Background: an optimization exercise with open tools, aiming at small area, a short achievable clock period and few clock cycles. Do not read the settings as production practice.
Only simulation tests tie the RTL to the original design; equivalence was not proved.
No activity file was given, so power comes from the tool's default toggle rates.

==> flow/design.v <==
package sat_pkg;
    localparam int SEGMENT_SLOTS = 64;
    localparam int CACHE_DEPTH   = 8;
    localparam int ORD_W   = 6;
    localparam int ADDR_W  = 32;
    localparam int HOST_W  = 64;
    localparam logic [1:0] OP_LOAD       = 2'd0;
    localparam logic [1:0] OP_XLATE_ADDR = 2'd1;
    localparam logic [1:0] OP_XLATE_OFS  = 2'd2;
    localparam logic [1:0] ST_OK        = 2'd0;
    localparam logic [1:0] ST_DUPLICATE = 2'd1;
    localparam logic [1:0] ST_NOT_FOUND = 2'd2;
endpackage
module segment_address_translator_top (
    input  logic                       clk,
    input  logic                       rst_n,
    input  logic                       cmd_valid,
    output logic                       cmd_ready,
    input  logic [1:0]                 cmd_opcode,
    input  logic [sat_pkg::ORD_W-1:0]  cmd_ordinal,
    input  logic [sat_pkg::ADDR_W-1:0] cmd_segment_base,
    input  logic [sat_pkg::ADDR_W-1:0] cmd_segment_size,
    input  logic [sat_pkg::HOST_W-1:0] cmd_mapped_base,
    input  logic [sat_pkg::ADDR_W-1:0] cmd_address,
    input  logic [sat_pkg::ADDR_W-1:0] cmd_offset,
    output logic                       res_valid,
    input  logic                       res_ready,
    output logic [1:0]                 res_status,
    output logic [sat_pkg::HOST_W-1:0] res_translated,
    output logic                       res_cache_hit,
    input  logic                       cfg_write,
    input  logic [sat_pkg::ADDR_W-1:0] cfg_data
);
    localparam int N = sat_pkg::SEGMENT_SLOTS;
    localparam int D = sat_pkg::CACHE_DEPTH;
    function automatic logic ge_n(input logic [32:0] a, input logic [32:0] nb);
        logic [32:0] g;
        logic [32:0] p;
        logic [16:0] g1, p1;
        logic [8:0]  g2, p2;
        logic [4:0]  g3, p3;
        logic [2:0]  g4, p4;
        logic [1:0]  g5, p5;
        g = a & nb;
        p = a | nb;
        for (int j = 0; j < 16; j++) begin
            g1[j] = g[2*j+1] | (p[2*j+1] & g[2*j]);
            p1[j] = p[2*j+1] & p[2*j];
        end
        g1[16] = g[32]; p1[16] = p[32];
        for (int j = 0; j < 8; j++) begin
            g2[j] = g1[2*j+1] | (p1[2*j+1] & g1[2*j]);
            p2[j] = p1[2*j+1] & p1[2*j];
        end
        g2[8] = g1[16]; p2[8] = p1[16];
        for (int j = 0; j < 4; j++) begin
            g3[j] = g2[2*j+1] | (p2[2*j+1] & g2[2*j]);
            p3[j] = p2[2*j+1] & p2[2*j];
        end
        g3[4] = g2[8]; p3[4] = p2[8];
        for (int j = 0; j < 2; j++) begin
            g4[j] = g3[2*j+1] | (p3[2*j+1] & g3[2*j]);
            p4[j] = p3[2*j+1] & p3[2*j];
        end
        g4[2] = g3[4]; p4[2] = p3[4];
        g5[0] = g4[1] | (p4[1] & g4[0]);
        p5[0] = p4[1] & p4[0];
        g5[1] = g4[2]; p5[1] = p4[2];
        ge_n = g5[1] | (p5[1] & (g5[0] | p5[0]));
    endfunction
    function automatic logic [N-1:0] lowbit(input logic [N-1:0] x);
        logic [N-1:0] s;
        s = x;
        for (int d = 1; d < N; d = d * 2) begin
            s = s | (s << d);
        end
        lowbit = x & ~(s << 1);
    endfunction
    function automatic logic [5:0] encode(input logic [N-1:0] x);
        encode = '0;
        for (int i = 0; i < N; i++) begin
            if (x[i]) encode = encode | 6'(i);
        end
    endfunction
    function automatic logic [N-1:0] rotl1(input logic [N-1:0] x);
        rotl1 = {x[N-2:0], x[N-1]};
    endfunction
    logic        adv;
    logic [5:0]  phase;
    logic [31:0] image_base_reg;
    logic        p1;
    logic [1:0]  op1;
    logic [5:0]  ord1;
    logic [31:0] base1;
    logic [32:0] end1;      
    logic [63:0] delta1;
    logic [31:0] in_a;
    logic [31:0] in_b;
    assign in_a = (cmd_opcode == sat_pkg::OP_LOAD) ? cmd_segment_base :
                  (cmd_opcode == sat_pkg::OP_XLATE_ADDR) ? cmd_address : cmd_offset;
    assign in_b = (cmd_opcode == sat_pkg::OP_LOAD) ? cmd_segment_size :
                  (cmd_opcode == sat_pkg::OP_XLATE_OFS) ? image_base_reg : 32'd0;
    always_ff @(posedge clk)
    begin
        if (adv)
        begin
            op1    <= cmd_opcode;
            ord1   <= cmd_ordinal;
            base1  <= cmd_segment_base;
            end1   <= {1'b0, in_a} + {1'b0, in_b};
            delta1 <= cmd_mapped_base - {32'd0, cmd_segment_base};
        end
    end
    logic ld1;
    logic aligned1;         
    assign ld1      = p1 && (op1 == sat_pkg::OP_LOAD);
    assign aligned1 = ord1[0] ^ phase[0];
    logic        wv;
    logic [5:0]  word;
    logic [31:0] wbase;
    logic [32:0] wend;
    logic [63:0] wdelta;
    always_ff @(posedge clk)
    begin
        word   <= ord1;
        wbase  <= base1;
        wend   <= end1;
        wdelta <= delta1;
    end
    logic [N-1:0]         rv;
    logic [N-1:0][31:0]   rnb;
    logic [N-1:0][32:0]   rne;
    logic [N-1:0][63:0]   rdl;
    logic        we;
    logic [5:0]  wq;        
    logic [31:0] wd_nb;
    logic [32:0] wd_ne;
    logic [63:0] wd_dl;
    logic [N-1:0] ins;
    assign we    = wv || (adv && ld1 && aligned1);
    assign wq    = (wv ? word : ord1) + phase + 6'd1;
    assign wd_nb = ~(wv ? wbase : base1);
    assign wd_ne = ~(wv ? wend : end1);
    assign wd_dl = wv ? wdelta : delta1;
    for (genvar j = 0; j < N; j++)
    begin : g_pos
        localparam int JP = (j + N - 1) % N;
        if (j % 2 == 0)
        begin : g_ins
            assign ins[j] = we && (wq[5:1] == 5'(j / 2)) && !rv[JP];
        end
        else
        begin : g_pass
            assign ins[j] = 1'b0;
        end
        always_ff @(posedge clk or negedge rst_n)
        begin
            if (!rst_n)
                rv[j] <= 1'b0;
            else
                rv[j] <= ins[j] ? 1'b1 : rv[JP];
        end
        always_ff @(posedge clk)
        begin
            rnb[j] <= ins[j] ? wd_nb : rnb[JP];
            rne[j] <= ins[j] ? wd_ne : rne[JP];
            rdl[j] <= ins[j] ? wd_dl : rdl[JP];
        end
    end
    logic dup1;
    assign dup1 = rv[ord1 + phase] || (wv && (word == ord1));
    logic        p2;
    logic [1:0]  op2;
    logic        dup2;
    logic [31:0] a2;
    logic [N-1:0] cp;
    always_ff @(posedge clk)
    begin
        if (adv)
        begin
            op2  <= op1;
            dup2 <= dup1;
            a2   <= end1[31:0];
        end
    end
    for (genvar j = 0; j < N; j++)
    begin : g_cmp
        assign cp[j] = rv[j] && ge_n({1'b0, a2}, {1'b1, rnb[j]}) && !ge_n({1'b0, a2}, rne[j]);
    end
    logic        p3;
    logic [1:0]  op3;
    logic        dup3;
    logic [31:0] a3;
    logic [N-1:0] c3;
    always_ff @(posedge clk)
    begin
        if (adv)
        begin
            op3  <= op2;
            dup3 <= dup2;
            a3   <= a2;
        end
        c3 <= adv ? rotl1(cp) : rotl1(c3);
    end
    logic [D-1:0][5:0] rec;     
    logic [D-1:0]      rec_v;
    logic [D-1:0]      lh;
    logic              lhit;
    logic [5:0]        lpos;
    logic              tany;
    logic [N-1:0]      zmask;   
    logic [N-1:0]      hi3;
    logic [N-1:0]      tlow;
    logic [5:0]        tpos;
    logic              xl3;
    logic              found3;
    logic [N-1:0]      win3;
    logic [1:0]        st3;
    logic              upd;
    assign xl3 = (op3 == sat_pkg::OP_XLATE_ADDR) || (op3 == sat_pkg::OP_XLATE_OFS);
    always_comb
    begin
        for (int k = 0; k < D; k++)
        begin
            lh[k] = rec_v[k] && c3[rec[k]];
        end
        lhit = |lh;
        lpos = rec[D-1];
        for (int k = D - 1; k >= 0; k--)
        begin
            if (lh[k])
            begin
                lpos = rec[k];
            end
        end
        tany = |c3;
        for (int j = 0; j < N; j++)
        begin
            zmask[j] = (6'(j) >= phase);
        end
        hi3  = c3 & zmask;
        tlow = (|hi3) ? lowbit(hi3) : lowbit(c3);
        tpos = encode(tlow);
        found3 = xl3 && (lhit || tany);
        if (!found3)
            win3 = '0;
        else if (lhit)
            win3 = N'(1) << lpos;
        else
            win3 = tlow;
        if (op3 == sat_pkg::OP_LOAD && dup3)
            st3 = sat_pkg::ST_DUPLICATE;
        else if (xl3 && !found3)
            st3 = sat_pkg::ST_NOT_FOUND;
        else
            st3 = sat_pkg::ST_OK;
    end
    assign upd = adv && p3 && xl3 && !lhit && tany;
    always_ff @(posedge clk or negedge rst_n)
    begin
        if (!rst_n)
        begin
            rec_v <= '0;
        end
        else if (upd)
        begin
            rec_v <= {rec_v[D-2:0], 1'b1};
        end
    end
    always_ff @(posedge clk)
    begin
        for (int k = 0; k < D; k++)
        begin
            if (upd)
                rec[k] <= ((k == 0) ? tpos : rec[k-1]) + 6'd1;
            else
                rec[k] <= rec[k] + 6'd1;
        end
    end
    logic         p4;
    logic [N-1:0] win4;
    logic [31:0]  a4;
    logic [1:0]   st4;
    logic         hit4;
    always_ff @(posedge clk)
    begin
        if (adv)
        begin
            a4   <= found3 ? a3 : 32'd0;
            st4  <= st3;
            hit4 <= found3 && lhit;
        end
        win4 <= adv ? rotl1(win3) : rotl1(win4);
    end
    logic [63:0] dsel;
    always_comb
    begin
        dsel = '0;
        for (int j = 0; j < N; j++)
        begin
            dsel = dsel | ({64{win4[j]}} & rdl[j]);
        end
    end
    logic [66:0] res4;
    assign res4 = {st4, hit4, dsel + {32'd0, a4}};
    logic        r_v;
    logic        b_v;
    logic [66:0] r_d;
    logic [66:0] b_d;
    logic        take;
    logic        in_v;
    assign take = r_v && res_ready;
    assign in_v = adv && p4;
    logic       b_v_next;
    logic       r_v_next;
    logic       wv_next;
    logic       p1_next;
    logic       ld1_next;
    logic       ord1_0_next;
    logic       adv_next;
    always_comb
    begin
        r_v_next    = (r_v && !take) || b_v || in_v;
        b_v_next    = r_v && !take && (b_v || in_v);
        wv_next     = adv && ld1 && !aligned1;
        p1_next     = adv ? cmd_valid : p1;
        ld1_next    = adv ? (cmd_valid && cmd_opcode == sat_pkg::OP_LOAD) : ld1;
        ord1_0_next = adv ? cmd_ordinal[0] : ord1[0];
        adv_next    = !b_v_next && !(wv_next && ld1_next && (ord1_0_next ^ !phase[0]));
    end
    always_ff @(posedge clk or negedge rst_n)
    begin
        if (!rst_n)
        begin
            adv            <= 1'b1;
            phase          <= '0;
            image_base_reg <= '0;
            p1             <= 1'b0;
            p2             <= 1'b0;
            p3             <= 1'b0;
            p4             <= 1'b0;
            wv             <= 1'b0;
            r_v            <= 1'b0;
            b_v            <= 1'b0;
        end
        else
        begin
            adv   <= adv_next;
            phase <= phase + 6'd1;
            if (cfg_write)
            begin
                image_base_reg <= cfg_data;
            end
            p1  <= p1_next;
            if (adv)
            begin
                p2 <= p1;
                p3 <= p2;
                p4 <= p3;
            end
            wv  <= wv_next;
            r_v <= r_v_next;
            b_v <= b_v_next;
        end
    end
    always_ff @(posedge clk)
    begin
        if (!r_v || take)
        begin
            r_d <= b_v ? b_d : res4;
        end
        if (adv)
        begin
            b_d <= res4;
        end
    end
    assign cmd_ready      = adv;
    assign res_valid      = r_v;
    assign res_status     = r_d[66:65];
    assign res_cache_hit  = r_d[64];
    assign res_translated = r_d[63:0];
endmodule
==> flow/run.sh <==
#!/bin/bash
# synth_recipe.tcl (not shown) runs the flow's synth.tcl, then flattens the netlist and writes it again
# the make line also repeats each setting of config.mk as NAME=value (left out here)
make -C /OpenROAD-flow-scripts/flow DESIGN_CONFIG=/design/flow/config.mk WORK_HOME=/design/flow/orfs CLKGATE_MAP_FILE= SYNTH_SCRIPT=/design/flow/synth_recipe.tcl finish
==> flow/config.mk <==
export PLATFORM = sky130hd
export DESIGN_NAME = segment_address_translator_top
export DESIGN_NICKNAME = segment_address_translator_top
export VERILOG_FILES = /design/flow/design.v
export SDC_FILE = /design/flow/constraint.sdc
export NUM_CORES = 8
export LEC_CHECK = 0
export CAP_MARGIN = 20
export CORE_MARGIN = 2
export CORE_UTILIZATION = 35
export PLACE_DENSITY = 0.5
export SLEW_MARGIN = 20
export SYNTH_MEMORY_MAX_BITS = 16384
==> flow/constraint.sdc <==
create_clock -name core_clock -period 8.0 [get_ports {clk}]
set_input_delay 1.6000 -clock core_clock [delete_from_list [all_inputs] [get_ports {clk}]]
set_output_delay 1.6000 -clock core_clock [all_outputs]
set_load 0.01 [all_outputs]
==> results.toml <==
[detailed_routing]
wl_per_cell_um = 35.51
via_per_inst = 6.067
drt-total-wl_mm = 1633
first_pass_iters = 14
m1WireLength_mm = 630.1
vias = 279034
drtIter0Drc = 33296
ant_nets = 0
highest_layer = "met5"
wl_met3_mm = 131.1
wl_met2_mm = 742.3
drc = 0

[global_route]
grt_first_pass_wirelength_mm = 2205
antenna_found_initial = 151
grt_max_degree = 155
grtUsageTotal_pct = 33.22
grt_pass1_vias = 266021
grt_overflow = 0

[finish]
finish.utilization_pct = 40.39
area_growth_pct = 14.98
num-nets-final = 33183
drive_gt1_share_pct = 9.538
layout_commonest_cell = "dfxtp_1"
final_cell_mix = "8,500 x dfxtp_1, 5,142 x o21ai_0, 4,948 x nand2_1"
regMostFlops = "rdl"
largest_reg_flops = 4096
finish.instance_area_mm2 = 0.3755
stdcell_count = 45992
reg_top3 = "rdl: 4096 flops, rne: 2112 flops, rnb: 2048 flops"

[floorplan]
dieWidth_um = 969.9
core_region_area_mm2 = 0.9297
die_y_um = 969.9
initial_core_util_pct = 35.13
num_io_pins = 306
rows = 354
dieArea_mm2 = 0.9408

[yosys]
yosys.area.top_type = "dfxtp_1"
synthesis.area_mm2 = 0.3266
avgSynthCellArea_um2 = 9.712
synthCells = 33624
yosysTopAreaCellShare_pct = 52.52
ys_types = 99
synthTopCellsByArea = "dfxtp_1 53%, o21ai_0 7.9%, nand2_1 5.7%, edfxtp_1 3.5%, a221oi_1 3.1%"
synth_edf_count = 376
yosysWarnings = 1
synth-main-ff-cell = "dfxtp_1"
yosysSeqAreaShare_pct = 56.88
async_reset_ff_share_pct = 1.302
syn-num-nets = 33984
synth-seq-cells = 9061

[clocking]
cts_max_level = 6
cts-resized-gates = 0
cts_setup_buffers = 0
clockBufferDepth = 5
cts_buffers = 953
cts_tree = "built"
postCtsHoldBufs = 0
cts_root_buffer = "clkbuf_16"
clk_pin_slew_worst_paths_ns = 0.06
cts_sinks = 9061
clkLatencyLatePin_ns = 1.19

[timing]
period_share_pct = 95.21
setup_violations = 0
drv_slew = 0
max_freq_mhz = 131.3
hold_viol = 0
final.min_clock_period_ns = 7.617
fin_skew_ns = 0.1152
slew_headroom_pct = 9.828
rsz0062_at_grt = "no"
worst_pin_slew_ns = 1.344

[pwr]
irDropWorstVdd_uv = 296.8
static-leakage-power_nw = 135.3
p_per_area_mw_per_mm2 = 428.1

[setup_path]
slowest_stage = "or4_1"
crit_fanout = 11
endpoint_kind = "flop"
cpMostUsedCell = "buf_4"
required_ns = 8.92
path_cells = "a22o_1 -> a221oi_1 -> nand4_1 -> or4_1 -> ha_1 -> a21oi_1 -> o21ai_0 -> a21oi_1 -> o21ai_0 -> a21oi_1 -> o21ai_0 -> a2111oi_1 -> buf_4 -> o41ai_2 -> buf_4 -> a311oi_1 -> buf_4 -> nor3_1 -> buf_4 -> o31ai_1 -> a2111oi_0 -> buf_4 -> xnor2_1 -> mux2_2"
crit_type = "reg2reg"
cp.arrival_ns = 8.54
cp-start-kind = "flop"
max_stage_delay_ns = 0.74

[placement]
routabilityCongestion = 0.9515
dp_cells = 44148
placed_area_mm2 = 0.3430
dpl.hpwl_mm = 1076
io_buffers = 305

[outcome]
status = "finished clean"

[hold_path]
hold_path_class = "reg2reg"

[run]
max-cap-violations = 0
## Yosys cell counts, drive strengths merged, types with 308 or more instances
master,count
a21oi,1406
a221oi,1161
a22o,1020
a22oi,359
a31oi,339
buf,658
clkbuf,2289
dfxtp,8567
edfxtp,376
maj3,1008
nand2,4949
nand4,308
nor2,1280
o21ai,5215
o22ai,875
## per-layer routing
layer	track usage, %	vias to the layer above
met3	6.466	4240
met1	40.34	138949
li1	-	121202
met2	53.82	14597
met4	21.83	46
met5	0	-
## final cells by class
class,count,area (µm²)
Tap cell,12282,15370
Antenna cell,88,220.2
Multi-Input combinational cell,21436,129700
Sequential cell,9061,186000
Timing Repair Buffer,1191,11220
Clock inverter,352,3943
Clock buffer,1402,28320
Inverter,180,678.2
Fill cell,90538,554200
## stage by stage
step           worst slack [ns]  power, mW  TNS, ns  hold slack (ns)
5_1_grt                  0.1232      166.3        0           0.3241
6_report                 0.3832      160.7        0           0.3102
3_5_place_dp             0.4390      113.7        0           0.3354
2_1_floorplan             1.376      90.87        0           0.3243
4_1_cts                  0.3814      159.8        0           0.3131
3_3_place_gp            -0.5441      113.6  -0.7401           0.3322
## worst max-delay path, delay by kind of cell, from the launching register on
family	cells	cell delay, ns
and+or+nand+nor	3	1.36
DFF	1	0.51
adders and majority gates	1	0.43
xor gates and xnor gates	1	0.07
AOI/OAI and AO/OA	13	3.65
muxes	1	0.29
buffers and inverters	5	1.04
## power breakdown
group | switching, mW | internal [mW] | leakage, nW
registers | 12.0 | 58.6 | 75.0
clock network | 19.6 | 26.7 | 16.0
logic | 30.7 | 13.1 | 44.3
## path summary, 6_finish.rpt
check / cells after the start / from / slack, ns / end
worst max register to register: 24 / win4[1] / 0.38 / r_d[63]
worst min register to register: 0 / rnb[138] / 0.31 / rnb[170]
worst max-delay path: 24 / win4[1] / 0.38 / r_d[63]
min in group asynchronous: 1 / rst_n / 0.38 / r_v
worst min-delay path: 0 / rnb[138] / 0.31 / rnb[170]
max in group asynchronous: 2 / rst_n / 6.32 / image_base_reg[9]
## cells by family after synthesis
group / synth area share (%)
fa+ha+maj: 3.604
simple gates: 9.729
buf+inv: 3.658
flops: 56.88
mux: 2.463
xor+xnor: 0.5203
compound gates: 23.15
Testbench counts, summed over its fixed seeds: cycles 4,993.

separate check: timing with driven ports:
In the flow no input, the clock included, has a driving cell. The finished layout below was timed again as built, in two steps. Step 1: set_driving_cell puts a clkbuf_16 on clk and a buf_2 on each other input, an assumption about the parent block. Step 2 also shifts input and output timing later by t, the mid clock arrival at the registers, as if the neighbouring blocks saw the same clock. Three values: ideal, step 1, step 2; two values: the first two.
t, ns: 1.297
setup WS [ns]: 0.383 / 0.383 / 0.383
worst setup path at the end: register to register
latest minus earliest clock arrival (ns): 0.116 / 0.116
cell pins on the clock port's net: 1
After both steps setup and hold are still met in this run. For this run, drivers alone change the setup slack by 0.000 ns; drivers and shift together by 0.000 ns.
